Source: an optimization exercise on an open RTL-to-GDS flow (aim: small area, a short achievable clock period and few clock cycles per item). Production flows keep margins and buffers that such runs may drop.
At most, simulation tests tie the RTL to the original design; equivalence was not proved.

==> inputs of job 591 <==
// piecewise_linear_interpolator
module piecewise_linear_interpolator (
  input  wire logic                     clk_i,
  input  wire logic                     rst_ni,
  input  wire logic                     cfg_valid_i,
  output logic                          cfg_ready_o,
  input  wire logic [plint_pkg::AW-1:0] cfg_addr_i,
  input  wire logic [plint_pkg::DW-1:0] cfg_data_i,
  input  wire logic                     s_axis_tvalid,
  output logic                          s_axis_tready,
  input  wire logic [15:0]              s_axis_tdata,    
  output logic                          m_axis_tvalid,
  input  wire logic                     m_axis_tready,
  output logic [23:0]                   m_axis_tdata,    
  output logic [1:0]                    m_axis_tuser     
);
  localparam int XW = plint_pkg::XW;
  localparam int SW = plint_pkg::SW;
  localparam int GW = plint_pkg::GW;
  logic [1:0]    cnt_q;
  logic [XW-1:0] x0_q, x1_q, x2_q;
  logic [SW-1:0] s0_q, s1_q, s2_q;
  assign cfg_ready_o = 1'b1;
  always_ff @(posedge clk_i or negedge rst_ni) begin
    if (!rst_ni) begin
      cnt_q <= plint_pkg::RST_COUNT;
      x0_q  <= plint_pkg::RST_X0;
      x1_q  <= plint_pkg::RST_X1;
      x2_q  <= plint_pkg::RST_X2;
      s0_q  <= plint_pkg::RST_S0;
      s1_q  <= plint_pkg::RST_S1;
      s2_q  <= plint_pkg::RST_S2;
    end else if (cfg_valid_i) begin
      unique case (cfg_addr_i)
        plint_pkg::REG_COUNT: cnt_q <= cfg_data_i[1:0];
        plint_pkg::REG_X0:    x0_q  <= cfg_data_i[XW-1:0];
        plint_pkg::REG_X1:    x1_q  <= cfg_data_i[XW-1:0];
        plint_pkg::REG_X2:    x2_q  <= cfg_data_i[XW-1:0];
        plint_pkg::REG_S0:    s0_q  <= cfg_data_i[SW-1:0];
        plint_pkg::REG_S1:    s1_q  <= cfg_data_i[SW-1:0];
        plint_pkg::REG_S2:    s2_q  <= cfg_data_i[SW-1:0];
        default: ;
      endcase
    end
  end
  logic start_q;
  always_ff @(posedge clk_i or negedge rst_ni) begin
    if (!rst_ni) start_q <= 1'b0;
    else         start_q <= cfg_valid_i && cfg_addr_i != plint_pkg::REG_COUNT &&
                            cfg_addr_i != 3'd7;
  end
  logic          rdy0, rdy1, neg0, neg1;
  logic [GW-1:0] g0, g1;
  logic [3:0]    sh0, sh1;
  plint_slope u_seg0 (
    .clk_i, .rst_ni, .start_i(start_q),
    .xa_i(x0_q), .xb_i(x1_q), .sa_i(s0_q), .sb_i(s1_q),
  ...
==> module plint_slope, before the edit <==
module plint_slope (
  input  wire logic        clk_i,
  input  wire logic        rst_ni,
  input  wire logic        start_i,    
  input  wire logic [15:0] xa_i,
  input  wire logic [15:0] xb_i,
  input  wire logic [23:0] sa_i,
  input  wire logic [23:0] sb_i,
  output logic             rdy_o,
  output logic [40:0]      g_o,
  output logic [3:0]       sh_o,
  output logic             neg_o
);
  localparam int K     = 2;             
  localparam int NCYC  = 42 / K;
  typedef enum logic [1:0] {PH_LOAD, PH_NORM, PH_DIV, PH_DONE} ph_e;
  ph_e         ph_q;
  logic [4:0]  cnt_q;
  logic [15:0] v_q;       
  logic [15:0] rem_q;     
  logic [41:0] q_q;       
  logic [3:0]  sh_q;
  logic        neg_q;
  logic [24:0] dy;
  logic [23:0] dmag;
  assign dy   = {sb_i[23], sb_i} - {sa_i[23], sa_i};
  assign dmag = dy[24] ? 24'(-dy) : dy[23:0];
  logic [15:0] vn;
  logic [3:0]  shn;
  always_comb begin
    vn  = v_q;
    shn = '0;
    if (vn[15:8] == '0) begin vn = {vn[7:0], 8'd0};  shn[3] = 1'b1; end
    if (vn[15:12] == '0) begin vn = {vn[11:0], 4'd0}; shn[2] = 1'b1; end
    if (vn[15:14] == '0) begin vn = {vn[13:0], 2'd0}; shn[1] = 1'b1; end
    if (vn[15] == 1'b0) begin vn = {vn[14:0], 1'b0};  shn[0] = 1'b1; end
  end
  logic [15:0] rem_n;
  logic [41:0] q_n;
  always_comb begin
    logic [16:0] t;
    logic [16:0] d;
    rem_n = rem_q;
    q_n   = q_q;
    for (int i = 0; i < K; i++) begin
      t     = {rem_n, q_n[41]};
      d     = t - {1'b0, v_q};
      q_n   = {q_n[40:0], !d[16]};
      rem_n = d[16] ? t[15:0] : d[15:0];
    end
  end
  always_ff @(posedge clk_i or negedge rst_ni) begin
    if (!rst_ni) begin
      ph_q  <= PH_LOAD;
      rdy_o <= 1'b0;
    end else if (start_i) begin
      ph_q  <= PH_LOAD;
      rdy_o <= 1'b0;
    end else begin
      unique case (ph_q)
        PH_LOAD: ph_q <= PH_NORM;
        PH_NORM: ph_q <= PH_DIV;
        PH_DIV:  if (cnt_q == 5'(NCYC - 1)) begin
          ph_q  <= PH_DONE;
          rdy_o <= 1'b1;
        end
        default: ;
      endcase
    end
  end
  always_ff @(posedge clk_i) begin
    unique case (ph_q)
      PH_LOAD: begin
        v_q   <= xb_i - xa_i;
        neg_q <= dy[24];
        rem_q <= {2'b00, dmag[23:10]};
        q_q   <= {dmag[9:0], 32'd0};
      end
      PH_NORM: begin
        v_q        <= vn;
        sh_q       <= shn;
        q_q[15:0]  <= vn;
        cnt_q      <= '0;
      end
      PH_DIV: begin
        rem_q <= rem_n;
        q_q   <= q_n;
        cnt_q <= cnt_q + 5'd1;
      end
      default: ;
    endcase
  end
  assign g_o   = q_q[40:0];
  assign sh_o  = sh_q;
  assign neg_o = neg_q;
endmodule
clock: 8.0 ns
lec_check: 0
cap_margin: 20
core_margin: 2
core_utilization: 40
slew_margin: 20
run.sh (not shown) runs the stock make flow with config.mk's settings and CLKGATE_MAP_FILE= SYNTH_SCRIPT=/design/flow/synth_recipe.tcl, a recipe that flattens the netlist after the stock synthesis.
==> inputs of job 8342, as changes to job 591 <==
--- a/flow/design.v
+++ b/flow/design.v
@@ -37,24 +37,24 @@
   output logic             rdy_o,
   output logic [40:0]      g_o,
   output logic [3:0]       sh_o,
   output logic             neg_o
 );
-  localparam int K     = 2;             
+  localparam int K     = 1;             
   localparam int NCYC  = 42 / K;
   typedef enum logic [1:0] {PH_LOAD, PH_NORM, PH_DIV, PH_DONE} ph_e;
   ph_e         ph_q;
-  logic [4:0]  cnt_q;
+  logic [5:0]  cnt_q;
   logic [15:0] v_q;       
   logic [15:0] rem_q;     
   logic [41:0] q_q;       
   logic [3:0]  sh_q;
   logic        neg_q;
   logic [24:0] dy;
   logic [23:0] dmag;
   assign dy   = {sb_i[23], sb_i} - {sa_i[23], sa_i};
-  assign dmag = dy[24] ? 24'(-dy) : dy[23:0];
+  assign dmag = neg_q ? 24'(-q_q[23:0]) : q_q[23:0];
   logic [15:0] vn;
   logic [3:0]  shn;
   always_comb begin
     vn  = v_q;
     shn = '0;
@@ -86,36 +86,36 @@
       rdy_o <= 1'b0;
     end else begin
       unique case (ph_q)
         PH_LOAD: ph_q <= PH_NORM;
         PH_NORM: ph_q <= PH_DIV;
-        PH_DIV:  if (cnt_q == 5'(NCYC - 1)) begin
+        PH_DIV:  if (cnt_q == 6'(NCYC - 1)) begin
           ph_q  <= PH_DONE;
           rdy_o <= 1'b1;
         end
         default: ;
       endcase
     end
   end
   always_ff @(posedge clk_i) begin
     unique case (ph_q)
       PH_LOAD: begin
-        v_q   <= xb_i - xa_i;
-        neg_q <= dy[24];
-        rem_q <= {2'b00, dmag[23:10]};
-        q_q   <= {dmag[9:0], 32'd0};
+        v_q       <= xb_i - xa_i;
+        neg_q     <= dy[24];
+        q_q[24:0] <= dy;
       end
       PH_NORM: begin
-        v_q        <= vn;
-        sh_q       <= shn;
-        q_q[15:0]  <= vn;
-        cnt_q      <= '0;
+        v_q   <= vn;
+        sh_q  <= shn;
+        rem_q <= {2'b00, dmag[23:10]};
+        q_q   <= {dmag[9:0], 16'd0, vn};
+        cnt_q <= '0;
       end
       PH_DIV: begin
         rem_q <= rem_n;
         q_q   <= q_n;
-        cnt_q <= cnt_q + 5'd1;
+        cnt_q <= cnt_q + 6'd1;
       end
       default: ;
     endcase
   end
   assign g_o   = q_q[40:0];
@@ -188,95 +188,102 @@
   logic en;           
   logic ov_q, skv_q;  
   logic va_q, vb_q;
   assign en            = !skv_q;
   assign s_axis_tready = en && rdy0 && rdy1 && !start_q;
-  logic [XW-1:0] xs_q;
-  always_ff @(posedge clk_i or negedge rst_ni) begin
-    if (!rst_ni)  va_q <= 1'b0;
-    else if (en)  va_q <= s_axis_tvalid && s_axis_tready;
-  end
-  always_ff @(posedge clk_i) begin
-    if (en) xs_q <= s_axis_tdata;
-  end
-  logic          le0, le1, le2, ge_last;
-  logic [XW-1:0] dx, dxs;
-  logic [3:0]    sh;
+  logic [XW-1:0] x;
+  logic          le0, le1, le2, ge_last, interp;
   logic          seg;
   logic [1:0]    bsel, status;    
-  assign le0 = xs_q <= x0_q;
-  assign le1 = xs_q <= x1_q;
-  assign le2 = xs_q <= x2_q;
+  logic [XW-1:0] dx;
+  assign x   = s_axis_tdata;
+  assign le0 = x <= x0_q;
+  assign le1 = x <= x1_q;
+  assign le2 = x <= x2_q;
   always_comb begin
     unique case (cnt_q)
-      2'd2:    ge_last = xs_q >= x1_q;
-      2'd3:    ge_last = xs_q >= x2_q;
-      default: ge_last = xs_q >= x0_q;
+      2'd2:    ge_last = x >= x1_q;
+      2'd3:    ge_last = x >= x2_q;
+      default: ge_last = x >= x0_q;
     endcase
   end
   always_comb begin
     status = plint_pkg::ST_OK;
     bsel   = 2'd3;
     seg    = 1'b0;
+    interp = 1'b0;
     if (cnt_q == 2'd0) begin
       status = plint_pkg::ST_EMPTY;
     end else if (le0) begin
       bsel = 2'd0;
     end else if (ge_last) begin
       bsel = (cnt_q == 2'd3) ? 2'd2 : (cnt_q == 2'd2) ? 2'd1 : 2'd0;
     end else if (cnt_q[1] && le1) begin
-      bsel = 2'd0;
-      seg  = 1'b0;
+      bsel   = 2'd0;
+      interp = 1'b1;
     end else if (cnt_q == 2'd3 && le2) begin
-      bsel = 2'd1;
-      seg  = 1'b1;
+      bsel   = 2'd1;
+      seg    = 1'b1;
+      interp = 1'b1;
     end else begin
       status = plint_pkg::ST_NOSEG;
     end
   end
-  logic interp;
-  assign interp = cnt_q != 2'd0 && !le0 && !ge_last &&
-                  ((cnt_q[1] && le1) || (cnt_q == 2'd3 && le2));
-  assign dx = interp ? (seg ? xs_q - x1_q : xs_q - x0_q) : '0;
-  assign sh = seg ? sh1 : sh0;
+  assign dx = interp ? (seg ? x - x1_q : x - x0_q) : '0;
+  logic [XW-1:0] dx_q;
+  logic          sega_q;
+  logic [1:0]    bsela_q, sta_q;
+  always_ff @(posedge clk_i or negedge rst_ni) begin
+    if (!rst_ni)  va_q <= 1'b0;
+    else if (en)  va_q <= s_axis_tvalid && s_axis_tready;
+  end
+  always_ff @(posedge clk_i) begin
+    if (en) begin
+      dx_q    <= dx;
+      sega_q  <= seg;
+      bsela_q <= bsel;
+      sta_q   <= status;
+    end
+  end
+  logic [XW-1:0] dxs;
+  logic [3:0]    sh;
+  assign sh = sega_q ? sh1 : sh0;
   always_comb begin
-    dxs = dx;
+    dxs = dx_q;
     if (sh[3]) dxs = {dxs[7:0], 8'd0};
     if (sh[2]) dxs = {dxs[11:0], 4'd0};
     if (sh[1]) dxs = {dxs[13:0], 2'd0};
     if (sh[0]) dxs = {dxs[14:0], 1'b0};
   end
   logic [XW-1:0] dxs_q;
-  logic          seg_q;
+  logic [GW-1:0] gm_q;
+  logic          negm_q;
   logic [1:0]    bsel_q, status_q;
   always_ff @(posedge clk_i or negedge rst_ni) begin
     if (!rst_ni)  vb_q <= 1'b0;
     else if (en)  vb_q <= va_q;
   end
   always_ff @(posedge clk_i) begin
     if (en) begin
       dxs_q    <= dxs;
-      seg_q    <= seg;
-      bsel_q   <= bsel;
-      status_q <= status;
+      gm_q     <= sega_q ? g1 : g0;
+      negm_q   <= sega_q ? neg1 : neg0;
+      bsel_q   <= bsela_q;
+      status_q <= sta_q;
     end
   end
-  logic [GW-1:0] gm;
-  logic          negm;
   logic [SW-1:0] base;
   logic [55:0]   ra, rb;
-  assign gm   = seg_q ? g1 : g0;
-  assign negm = seg_q ? neg1 : neg0;
   always_comb begin
     unique case (bsel_q)
       2'd0:    base = s0_q;
       2'd1:    base = s1_q;
       2'd2:    base = s2_q;
       default: base = '0;
     endcase
   end
-  plint_mac u_mac (.dxs(dxs_q), .g(gm), .negm(negm), .base(base), .ra(ra), .rb(rb));
+  plint_mac u_mac (.dxs(dxs_q), .g(gm_q), .negm(negm_q), .base(base), .ra(ra), .rb(rb));
   logic [55:0] ra_q, rb_q;
   logic [1:0]  stc_q;
   logic        vc_q;
   always_ff @(posedge clk_i or negedge rst_ni) begin
     if (!rst_ni)  vc_q <= 1'b0;
--- a/flow/config.mk
+++ b/flow/config.mk
@@ -3,9 +3,11 @@
 export DESIGN_NICKNAME = piecewise_linear_interpolator
 export VERILOG_FILES = /design/flow/design.v
 export SDC_FILE = /design/flow/constraint.sdc
 export NUM_CORES = 4
 export LEC_CHECK = 0
+export ABC_CLOCK_PERIOD_IN_PS = 4000
 export CAP_MARGIN = 20
 export CORE_MARGIN = 2
 export CORE_UTILIZATION = 40
+export SETUP_SLACK_MARGIN = 4.0
 export SLEW_MARGIN = 20
==> inputs of job 7407, as changes to job 591 <==
--- a/flow/design.v
+++ b/flow/design.v
@@ -37,15 +37,15 @@
   output logic             rdy_o,
   output logic [40:0]      g_o,
   output logic [3:0]       sh_o,
   output logic             neg_o
 );
-  localparam int K     = 2;             
+  localparam int K     = 1;             
   localparam int NCYC  = 42 / K;
   typedef enum logic [1:0] {PH_LOAD, PH_NORM, PH_DIV, PH_DONE} ph_e;
   ph_e         ph_q;
-  logic [4:0]  cnt_q;
+  logic [5:0]  cnt_q;
   logic [15:0] v_q;       
   logic [15:0] rem_q;     
   logic [41:0] q_q;       
   logic [3:0]  sh_q;
   logic        neg_q;
@@ -86,11 +86,11 @@
       rdy_o <= 1'b0;
     end else begin
       unique case (ph_q)
         PH_LOAD: ph_q <= PH_NORM;
         PH_NORM: ph_q <= PH_DIV;
-        PH_DIV:  if (cnt_q == 5'(NCYC - 1)) begin
+        PH_DIV:  if (cnt_q == 6'(NCYC - 1)) begin
           ph_q  <= PH_DONE;
           rdy_o <= 1'b1;
         end
         default: ;
       endcase
@@ -111,11 +111,11 @@
         cnt_q      <= '0;
       end
       PH_DIV: begin
         rem_q <= rem_n;
         q_q   <= q_n;
-        cnt_q <= cnt_q + 5'd1;
+        cnt_q <= cnt_q + 6'd1;
       end
       default: ;
     endcase
   end
   assign g_o   = q_q[40:0];
--- a/flow/config.mk
+++ b/flow/config.mk
@@ -3,9 +3,11 @@
 export DESIGN_NICKNAME = piecewise_linear_interpolator
 export VERILOG_FILES = /design/flow/design.v
 export SDC_FILE = /design/flow/constraint.sdc
 export NUM_CORES = 4
 export LEC_CHECK = 0
+export ABC_CLOCK_PERIOD_IN_PS = 3500
 export CAP_MARGIN = 20
 export CORE_MARGIN = 2
 export CORE_UTILIZATION = 40
+export SETUP_SLACK_MARGIN = 4.5
 export SLEW_MARGIN = 20
==> load_flow_metrics.sql <==
INSERT INTO impl_metrics (metric_group, metric, value, unit) VALUES
('synthesis', 'synth_adder_area_share', '0.211', ''),
('status', 'status', 'no timing/DRC/antenna violations', ''),
('layout', 'n_all_buffers', '570', ''),
('layout', 'multi_input_cells', '3649', ''),
('layout', 'clockBufferCount', '90', ''),
('detailed_routing', 'wl_per_cell', '23.6', 'um'),
('layout', 'layout.sequential_cells', '507', ''),
('global_routing', 'grt_pass1_vias', '38800', '');
# the run above: job 7407

==> load_flow_metrics.sql <==
INSERT INTO impl_metrics (metric_group, metric, value, unit) VALUES
('status', 'status', 'no timing/DRC/antenna violations', ''),
('layout', 'sh_seq_area', '0.265', ''),
('layout', 'n_all_buffers', '140', ''),
('layout', 'multi_input_cells', '3835', ''),
('layout', 'layout.sequential_cells', '505', ''),
('global_routing', 'grt_pass1_vias', '37600', ''),
('synthesis', 'synth_area_per_cell', '9.75', 'sq um'),
('layout', 'clockBufferCount', '73', '');
# the run above: job 591

==> load_flow_metrics.sql <==
INSERT INTO impl_metrics (metric_group, metric, value, unit) VALUES
('layout', 'n_all_buffers', '341', ''),
('detailed_routing', 'wl_per_cell', '23.9', 'um'),
('layout', 'multi_input_cells', '3713', ''),
('status', 'status', 'no timing/DRC/antenna violations', ''),
('global_routing', 'grt_pass1_vias', '38600', ''),
('layout', 'layout.sequential_cells', '553', '');
# the run above: job 8342

Testbench counts of job 8342, summed over its fixed seeds: cycles 5,016, items 4,096.
For job 591 and job 7407, only the layout was checked, not whether the RTL still works.

[what the ideal ports hide]
In the flow no input, the clock included, has a driving cell. The finished layouts below were timed again as built, in two steps.
Step 1: set_driving_cell puts a clkbuf_16 on clk_i and a buf_2 on each other input, an assumption about the parent block.
Step 2 adds t to the input delays and takes it off the output delays; t is the mean of the earliest and latest rising clock arrival at the registers after step 1. Input paths then give back, and output paths get back, about the clock's delay inside the block.
a / b / c = ideal / step 1 / step 2; a / b = the first two.
run | shift t [ns] | setup WS [ns] | hold slack, ns
job 591 | 0.740 | 0.899 / 0.899 / 0.899 | 0.425 / 0.425 / 0.425
job 8342 | 0.715 | 3.669 / 3.669 / 3.352 | 0.420 / 0.420 / 0.420
job 7407 | 0.756 | 3.290 / 3.290 / 3.290 | 0.422 / 0.422 / 0.422
After both steps setup and hold are still met in every run listed. The setup slack of job 8342, which loses most, moves by 0.000 ns with the drivers and by -0.317 ns with both steps.
